This design comes from an exercise in tuning for small area on the open sky130 flow, not from production work. Only simulation tests tie the RTL to the original design; equivalence was not proved. Power and IR drop assume default switching activity.

## main
==> flow/design.v <==
package cpu_pkg;
  typedef logic [15:0] data_t;
  typedef logic [2:0]  reg_idx_t;
  typedef logic [4:0]  pc_t;
  localparam logic [1:0] FN_LT  = 2'b00;
  localparam logic [1:0] FN_AND = 2'b01;
  localparam logic [1:0] FN_XOR = 2'b10;
  localparam logic [1:0] FN_OR  = 2'b11;
endpackage
`timescale 1ns/1ps
module alu (
  input  logic [1:0]      fn,
  input  cpu_pkg::data_t  a,
  input  cpu_pkg::data_t  b,
  output cpu_pkg::data_t  result
);
  cpu_pkg::data_t  x;    
  cpu_pkg::data_t  h;    
  logic            lt;
  assign x = a & b;
  assign h = a ^ b;
  always_comb
  begin
    lt = 1'b0;
    for (int i = 0; i < 16; i++)
      lt = h[i] ? b[i] : lt;
  end
  always_comb
  begin
    result = (x & {16{fn[0]}}) | (h & {16{fn[1]}});
    if (fn == cpu_pkg::FN_LT)
      result[0] = lt;
  end
endmodule
`timescale 1ns/1ps
module reg_dec (
  input  cpu_pkg::reg_idx_t  idx,
  input  logic [7:0]         mask,
  output logic [7:0]         sel
);
  always_comb
  begin
    for (int i = 0; i < 8; i++)
      sel[i] = (idx == 3'(i)) & mask[i];
  end
endmodule
module reg_rd (
  input  logic [7:0]         sel,
  input  logic [7:0][15:0]   regs,
  output cpu_pkg::data_t     q
);
  always_comb
  begin
    q = '0;
    for (int i = 0; i < 8; i++)
      q = q | (regs[i] & {16{sel[i]}});
  end
endmodule
module reg_bank (
  input  logic               clk,
  input  logic               reset,
  input  logic               we,
  input  cpu_pkg::reg_idx_t  rd,
  input  cpu_pkg::reg_idx_t  ra,
  input  cpu_pkg::reg_idx_t  rb,
  input  cpu_pkg::data_t     alu_result,
  input  cpu_pkg::data_t     p0,
  input  cpu_pkg::data_t     p1,
  input  logic [1:0]         p_sel,
  output cpu_pkg::data_t     rd_a,
  output cpu_pkg::data_t     rd_b,
  output cpu_pkg::data_t     p0_out,
  output cpu_pkg::data_t     p1_out
);
  logic [7:0][15:0]  regs;
  logic [7:0]        written;    
  logic [7:0]        wsel;
  logic [7:0]        sel_a;
  logic [7:0]        sel_b;
  assign written[1:0] = 2'b11;
  reg_dec u_dec_w (.idx(rd), .mask({8{we}}), .sel(wsel));
  reg_dec u_dec_a (.idx(ra), .mask(written), .sel(sel_a));
  reg_dec u_dec_b (.idx(rb), .mask(written), .sel(sel_b));
  always_ff @(posedge clk or posedge reset)
  begin
    if (reset)
    begin
      regs[0] <= '0;
      regs[1] <= '0;
    end
    else
    begin
      if (wsel[0])
        regs[0] <= p_sel[0] ? alu_result : p0;
      if (wsel[1])
        regs[1] <= p_sel[1] ? alu_result : p1;
    end
  end
  always_ff @(posedge clk or posedge reset)
  begin
    if (reset)
      written[7:2] <= '0;
    else
      written[7:2] <= written[7:2] | wsel[7:2];
  end
  always_ff @(posedge clk)
  begin
    for (int i = 2; i < 8; i++)
      if (wsel[i])
        regs[i] <= alu_result;
  end
  reg_rd u_rd_a (.sel(sel_a), .regs(regs), .q(rd_a));
  reg_rd u_rd_b (.sel(sel_b), .regs(regs), .q(rd_b));
  assign p0_out = regs[0];
  assign p1_out = regs[1];
endmodule
`timescale 1ns/1ps
module run_sequencer (
  input  logic  clk,
  input  logic  reset,
  input  logic  run,
  input  logic  last,
  output logic  exec,
  output logic  busy,
  output logic  done
);
  always_ff @(posedge clk or posedge reset)
  begin
    if (reset)
    begin
      busy <= 1'b0;
      exec <= 1'b0;
      done <= 1'b0;
    end
    else
    begin
      busy <= exec ? !last : (busy | run);
      exec <= exec ? !last : busy;
      done <= exec & last;
    end
  end
endmodule
`timescale 1ns/1ps
module word_dec (
  input  cpu_pkg::pc_t  addr,
  input  logic          en,
  output logic [31:0]   sel
);
  always_comb
  begin
    for (int i = 0; i < 32; i++)
      sel[i] = en & (addr == 5'(i));
  end
endmodule
module program_counter (
  input  logic          clk,
  input  logic          reset,
  input  logic          load_valid,
  input  logic          exec,
  output logic [31:0]   wsel,
  output logic [31:0]   rsel,
  output logic          last
);
  cpu_pkg::pc_t  cnt;    
  cpu_pkg::pc_t  pc;     
  cpu_pkg::pc_t  pc_inc;
  assign pc_inc = pc + 1'b1;
  assign last   = (pc_inc == cnt);
  always_ff @(posedge clk or posedge reset)
  begin
    if (reset)
      cnt <= '0;
    else if (load_valid)
      cnt <= cnt + 1'b1;
  end
  always_ff @(posedge clk or posedge reset)
  begin
    if (reset)
      pc <= '0;
    else if (exec)
      pc <= last ? '0 : pc_inc;
  end
  word_dec u_wdec (.addr(cnt), .en(load_valid), .sel(wsel));
  word_dec u_rdec (.addr(pc),  .en(1'b1),       .sel(rsel));
endmodule
`timescale 1ns/1ps
module instr_enc (
  input  logic [31:0]  instr,
  output logic [10:0]  code
);
  logic [3:0]         op;
  logic [1:0]         fn;
  cpu_pkg::reg_idx_t  ra;
  cpu_pkg::reg_idx_t  rb;
  cpu_pkg::reg_idx_t  xa;
  cpu_pkg::reg_idx_t  xb;
  assign op = instr[31:28];
  assign ra = instr[24:22];
  assign rb = instr[21:19];
  always_comb
  begin
    xa = ra;
    xb = ra;
    fn = cpu_pkg::FN_LT;
    case (op)
      4'd3: begin fn = cpu_pkg::FN_AND; xb = rb; end   
      4'd4: begin fn = cpu_pkg::FN_OR;  xb = rb; end   
      4'd5: begin fn = cpu_pkg::FN_XOR; xb = rb; end   
      4'd6: begin fn = cpu_pkg::FN_LT;  xa = rb; end   
      4'd7: begin fn = cpu_pkg::FN_LT;  xb = rb; end   
      4'd9: begin fn = cpu_pkg::FN_AND;          end   
      default: ;                                       
    endcase
  end
  assign code = {fn, instr[27:25], xa, xb};
endmodule
module mem_rd (
  input  logic [31:0]        sel,
  input  logic [31:0][10:0]  mem,
  output logic [10:0]        q
);
  always_comb
  begin
    q = '0;
    for (int i = 0; i < 32; i++)
      q = q | (mem[i] & {11{sel[i]}});
  end
endmodule
module program_mem (
  input  logic               clk,
  input  logic [31:0]        load_instr,
  input  logic [31:0]        wsel,
  input  logic [31:0]        rsel,
  output logic [10:0]        instr
);
  logic [31:0][10:0]  mem;
  logic [10:0]        code;
  instr_enc u_enc (.instr(load_instr), .code(code));
  always_ff @(posedge clk)
  begin
    for (int i = 0; i < 32; i++)
      if (wsel[i])
        mem[i] <= code;
  end
  mem_rd u_rd (.sel(rsel), .mem(mem), .q(instr));
endmodule
`timescale 1ns/1ps
module cpu_top (
  input  logic                clk,
  input  logic                reset,
  input  logic [32:0]         load,     
  input  logic                run,
  input  logic [15:0]         p0,
  input  logic [15:0]         p1,
  input  logic [1:0]          p_sel,
  output logic                busy,
  output logic                done,
  output logic [15:0]         p0_out,
  output logic [15:0]         p1_out
);
  logic            exec;
  logic            last;
  logic [31:0]     wsel;
  logic [31:0]     rsel;
  logic [10:0]     instr;    
  cpu_pkg::data_t  rd_a;
  cpu_pkg::data_t  rd_b;
  cpu_pkg::data_t  alu_result;
  run_sequencer u_seq (
    .clk   (clk),
    .reset (reset),
    .run   (run),
    .last  (last),
    .exec  (exec),
    .busy  (busy),
    .done  (done)
  );
  program_counter u_pc (
    .clk        (clk),
    .reset      (reset),
    .load_valid (load[32]),
    .exec       (exec),
    .wsel       (wsel),
    .rsel       (rsel),
    .last       (last)
  );
  program_mem u_mem (
    .clk        (clk),
    .load_instr (load[31:0]),
    .wsel       (wsel),
    .rsel       (rsel),
    .instr      (instr)
  );
  reg_bank u_regs (
    .clk        (clk),
    .reset      (reset),
    .we         (exec),
    .rd         (instr[8:6]),
    .ra         (instr[5:3]),
    .rb         (instr[2:0]),
    .alu_result (alu_result),
    .p0         (p0),
    .p1         (p1),
    .p_sel      (p_sel),
    .rd_a       (rd_a),
    .rd_b       (rd_b),
    .p0_out     (p0_out),
    .p1_out     (p1_out)
  );
  alu u_alu (
    .fn     (instr[10:9]),
    .a      (rd_a),
    .b      (rd_b),
    .result (alu_result)
  );
endmodule
export LEC_CHECK = 0
export CAP_MARGIN = 20
export CORE_MARGIN = 2
export CORE_UTILIZATION = 40
export SLEW_MARGIN = 20
export SYNTH_HIERARCHICAL = 1
create_clock -name core_clock -period 5.0 [get_ports {clk}]
run.sh (not shown) runs the stock make flow with config.mk's settings and CLKGATE_MAP_FILE= SYNTH_SCRIPT=/design/flow/synth_recipe.tcl, a recipe that flattens the netlist after the stock synthesis.
Inputs modified between main and the feature branch:
# main
export LEC_CHECK = 0
export CAP_MARGIN = 20
export CORE_MARGIN = 2
export CORE_UTILIZATION = 40
export SLEW_MARGIN = 20
export SYNTH_HIERARCHICAL = 1
create_clock -name core_clock -period 5.0 [get_ports {clk}]
# the feature branch
export LEC_CHECK = 0
export CAP_MARGIN = 20
export CORE_MARGIN = 2
export CORE_UTILIZATION = 40
export CTS_BUF_LIST = sky130_fd_sc_hd__clkbuf_4 sky130_fd_sc_hd__clkbuf_8
export CTS_CLUSTER_SIZE = 20
export SLEW_MARGIN = 20
export SYNTH_HIERARCHICAL = 1
create_clock -name core_clock -period 5.0 [get_ports {clk}]
==> comparison <==
- Comparing the feature branch with main, the number of enable-type register cells in the synthesized netlist came out essentially unchanged.
- Taking main as the reference, in the feature branch fraction of met2 tracks used by global routing shows no meaningful change, total power draw shows a reduction of about 3%.
- In the metrics for main and the feature branch, the one carrying the lower area growth from synthesis to layout is the feature branch.
- Per the comparison of the feature branch with main, slack of the critical path shows an increase of 0.021 ns; final design instance area without fill shows a reduction of about 0.8%.

separate check: timing with driven ports:
In the flow no input, the clock included, has a driving cell. The finished layouts below were timed again as built, in two steps. Step 1 (the two cells are an assumption about what drives the block):
set clk [get_ports {clk}]
set_driving_cell -lib_cell sky130_fd_sc_hd__clkbuf_16 $clk
set_driving_cell -lib_cell sky130_fd_sc_hd__buf_2 [delete_from_list [all_inputs] $clk]
Step 2 times the ports against the registers' clock, not the clock port: input delays grow and output delays shrink by t, the midpoint of the rising clock arrivals with the driver on. a / b / c = ideal ports / drivers / drivers and shift; a / b = the first two.
run	t, ns	slack for setup (ns)	worst data-port slew with drivers (ns)
main	0.651	0.145 / 0.145 / 0.145	0.05
the feature branch	0.690	0.166 / 0.166 / 0.166	0.05
After both steps every run listed still meets setup and hold.
